What follows belongs to an exercise in optimizing a design on an open flow for a short achievable clock period and few clock cycles per item; a production flow would make more cautious choices. RTL that was checked went through simulation tests only; none was proved equivalent to the original. No activity file was given, so power comes from the tool's default toggle rates.

Design dma_ahb_s4ch4, start of the top module:
module dma_ahb_s4ch4 (
    input  logic                       i_hclk,
    input  logic                       i_rst_n,
    input  logic                       i_s_hsel,
    input  logic [dma_pkg::DATA_W-1:0] i_s_haddr,
    input  logic                       i_s_hwrite,
    input  logic [1:0]                 i_s_htrans,
    input  logic                       i_s_hready,
    input  logic [dma_pkg::DATA_W-1:0] i_s_hwdata,
    output logic                       o_s_hreadyout,
    output logic                       o_s_hresp,
    output logic [dma_pkg::DATA_W-1:0] o_s_hrdata,
    output logic [dma_pkg::DATA_W-1:0] o_m_haddr,
    output logic                       o_m_hwrite,
    output logic [1:0]                 o_m_htrans,
    output logic [2:0]                 o_m_hsize,
    output logic [dma_pkg::DATA_W-1:0] o_m_hwdata,
    input  logic                       i_m_hready,
    input  logic                       i_m_hresp,
    input  logic [dma_pkg::DATA_W-1:0] i_m_hrdata,
    input  logic [dma_pkg::NUM_STREAMS*dma_pkg::REQ_LINES-1:0] i_req,
    output logic [dma_pkg::NUM_STREAMS-1:0] o_interrupt
);
==> flow/config.mk <==
export PLATFORM = sky130hd
export DESIGN_NAME = dma_ahb_s4ch4
export DESIGN_NICKNAME = dma_ahb_s4ch4
export VERILOG_FILES = /design/flow/design.v
export SDC_FILE = /design/flow/constraint.sdc
export NUM_CORES = 4
export LEC_CHECK = 0
export ABC_CLOCK_PERIOD_IN_PS = 2500
export CAP_MARGIN = 20
export CORE_MARGIN = 2
export CORE_UTILIZATION = 50
export PLACE_DENSITY = 0.65
export SETUP_SLACK_MARGIN = 5
export SLEW_MARGIN = 20
export TNS_END_PERCENT = 100
==> flow/constraint.sdc <==
create_clock -name core_clock -period 7.5 [get_ports {i_hclk}]
set_input_delay 1.5000 -clock core_clock [delete_from_list [all_inputs] [get_ports {i_hclk}]]
set_output_delay 1.5000 -clock core_clock [all_outputs]
set_load 0.01 [all_outputs]
run.sh (not shown) runs the stock make flow with config.mk's settings and CLKGATE_MAP_FILE= SYNTH_SCRIPT=/design/flow/synth_recipe.tcl, a recipe that flattens the netlist after the stock synthesis.
Change:
--- a/flow/design.v
+++ b/flow/design.v
@@ -67,25 +67,25 @@
     end
 endfunction
 logic [NS-1:0][CW-1:0]   cr;
 logic [NS-1:0][NW-1:0]   ndtr;
 logic [NS-1:0][DW-1:0]   par;
 logic [NS-1:0][DW-1:0]   mar;
 logic [2*NS-1:0]         isr;
 logic [NS-1:0]           irq_q;
 logic [NS-1:0]           wpre_q;    
 logic [NS-1:0]           fail_q;    
 logic [NS-1:0]           fail_q2;   
 logic [NR-1:0]           wsel;      
-logic [NR-1:0]           rsel;      
+logic                    dph_rd;    
 logic [DW-1:0]           rdata_q;
 logic                    a_act;
 logic                    a_wr;
 logic                    a_last;
 logic [1:0]              a_strm;
 logic [DW-1:0]           haddr_q;
 logic                    d_act;
 logic                    d_wr;
 logic                    d_last;
 logic [NS-1:0]           d_oh;      
 logic [NS-1:0]           dw_oh;     
 logic [DW-1:0]           hwdata_q;
@@ -103,28 +103,28 @@
 logic                    win_req;   
 logic [NS-1:0]           win_oh;
 logic [1:0]              win_id;
 logic [3:0]              win_line;  
 logic                    rq_cur;    
 logic [3:0]              cur_line;  
 logic                    wbc;       
 logic av;
 assign av = i_s_hsel && i_s_hready && i_s_htrans[1];
 always_ff @(posedge i_hclk or negedge i_rst_n) begin
     if (!i_rst_n) begin
         wsel <= '0;
-        rsel <= '0;
+        dph_rd <= 1'b0;
     end else if (i_s_hready) begin
         wsel <= (av && i_s_hwrite) ? slot_of(i_s_haddr[7:0]) : '0;
-        rsel <= (av && !i_s_hwrite) ? slot_of(i_s_haddr[7:0]) : '0;
+        dph_rd <= av && !i_s_hwrite;
     end
 end
 logic           wr_isr;
 logic [NS-1:0]  wr_cr;
 logic [NS-1:0]  wr_ndtr;
 logic [NS-1:0]  wr_par;
 logic [NS-1:0]  wr_mar;
 always_comb begin
     wr_isr = wsel[NR-1];
     for (int s = 0; s < NS; s++) begin
         wr_cr[s]   = wsel[4*s];
         wr_ndtr[s] = wsel[4*s+1];
@@ -233,54 +233,49 @@
         par     <= par_d;
         mar     <= mar_d;
         isr     <= isr_d;
         irq_q   <= irq_d;
         fail_q  <= xfail;
         fail_q2 <= fail_q;
     end
 end
 assign o_interrupt = irq_q;
 logic [NR-1:0][DW-1:0] rval;
 logic [NS-1:0][DW-1:0] grp;
 logic [DW-1:0]         rmux1;
-logic [DW-1:0]         rmux0;
 always_comb begin
     for (int s = 0; s < NS; s++) begin
         rval[4*s]   = DW'(wr_cr[s]   ? i_s_hwdata[CW-1:0] : cr[s]);
         rval[4*s+1] = DW'(wr_ndtr[s] ? i_s_hwdata[NW-1:0] : ndtr[s]);
         rval[4*s+2] = wr_par[s] ? i_s_hwdata : par[s];
         rval[4*s+3] = wr_mar[s] ? i_s_hwdata : mar[s];
     end
     rval[NR-1] = DW'(isr_d);
     for (int s = 0; s < NS; s++) begin
         grp[s] = rval[{2'(s), i_s_haddr[3:2]}];
     end
     rmux1 = '0;
     if (i_s_hsel && i_s_htrans[1] && !i_s_hwrite) begin
         if (i_s_haddr[7:0] == dma_pkg::REG_ISR) begin
             rmux1 = rval[NR-1];
         end else if (i_s_haddr[7:6] == 2'b00 && i_s_haddr[1:0] == 2'b00) begin
             rmux1 = grp[i_s_haddr[5:4]];
         end
     end
-    rmux0 = '0;
-    for (int i = 0; i < NR; i++) begin
-        rmux0 = rmux0 | (rsel[i] ? rval[i] : '0);
-    end
 end
 always_ff @(posedge i_hclk or negedge i_rst_n) begin
     if (!i_rst_n) begin
         rdata_q <= '0;
     end else begin
-        rdata_q <= i_s_hready ? rmux1 : rmux0;
+        rdata_q <= i_s_hready ? rmux1 : (dph_rd ? rdata_q : '0);
     end
 end
 assign o_s_hreadyout = 1'b1;
 assign o_s_hresp     = 1'b0;
 assign o_s_hrdata    = rdata_q;
 logic [NS-1:0][NS-1:0] hp;
 logic [NS-1:0]         pre;
 logic [NS-1:0]         rs;
 logic [NS-1:0]         el;
 logic [NS-1:0]         w;       
 logic [NS-1:0]         p;       
 logic [NS-1:0]         hp_cur;
The new run finished with timing, DRC and antenna clean.
Clock-buffer cell count fell by 17.
Utilization falls by 0.22 points.
Flip-flop and latch count falls by 16.
Wire length decreases by 20%.
Cell area drops by about 9%.
Total power decreases by about 6.4%.
Worst setup slack improved by 0.12 ns.
Testbench counts after the change, summed over its fixed seeds: cycles 46,926, words 14,473.
Only the layout flow was run in the first run of this note; the RTL was not checked for function there.

what the ideal ports hide:
No port has a modelled driver above. Below, the same layouts with a new extraction and two added sets of constraints.
Step 1 sets driving cells, clkbuf_16 on the clock port and buf_2 on the other inputs (assumed; they add their load-dependent delay and slew).
Step 2 adds t to the input delays and takes it off the output delays; t is the mean of the earliest and latest rising clock arrival at the registers after step 1. Input paths then give back, and output paths get back, about the clock's delay inside the block.
Three values: ideal ports, drivers, drivers and shift; two values: the first two.
run | shift t [ns] | setup slack, ns | clock arrival spread, ns | worst slew at a driven data input, ns | cell pins on the clock port's net
the first run | 0.804 | 4.476 / 4.513 / 3.708 | 0.034 / 0.035 | 0.38 | 1
the second run | 0.766 | 4.599 / 4.580 / 3.813 | 0.037 / 0.037 | 0.48 | 1
After both steps setup and hold are still met in every run listed. For the second run, which loses most, drivers alone change the setup slack by -0.019 ns; drivers and shift together by -0.786 ns.
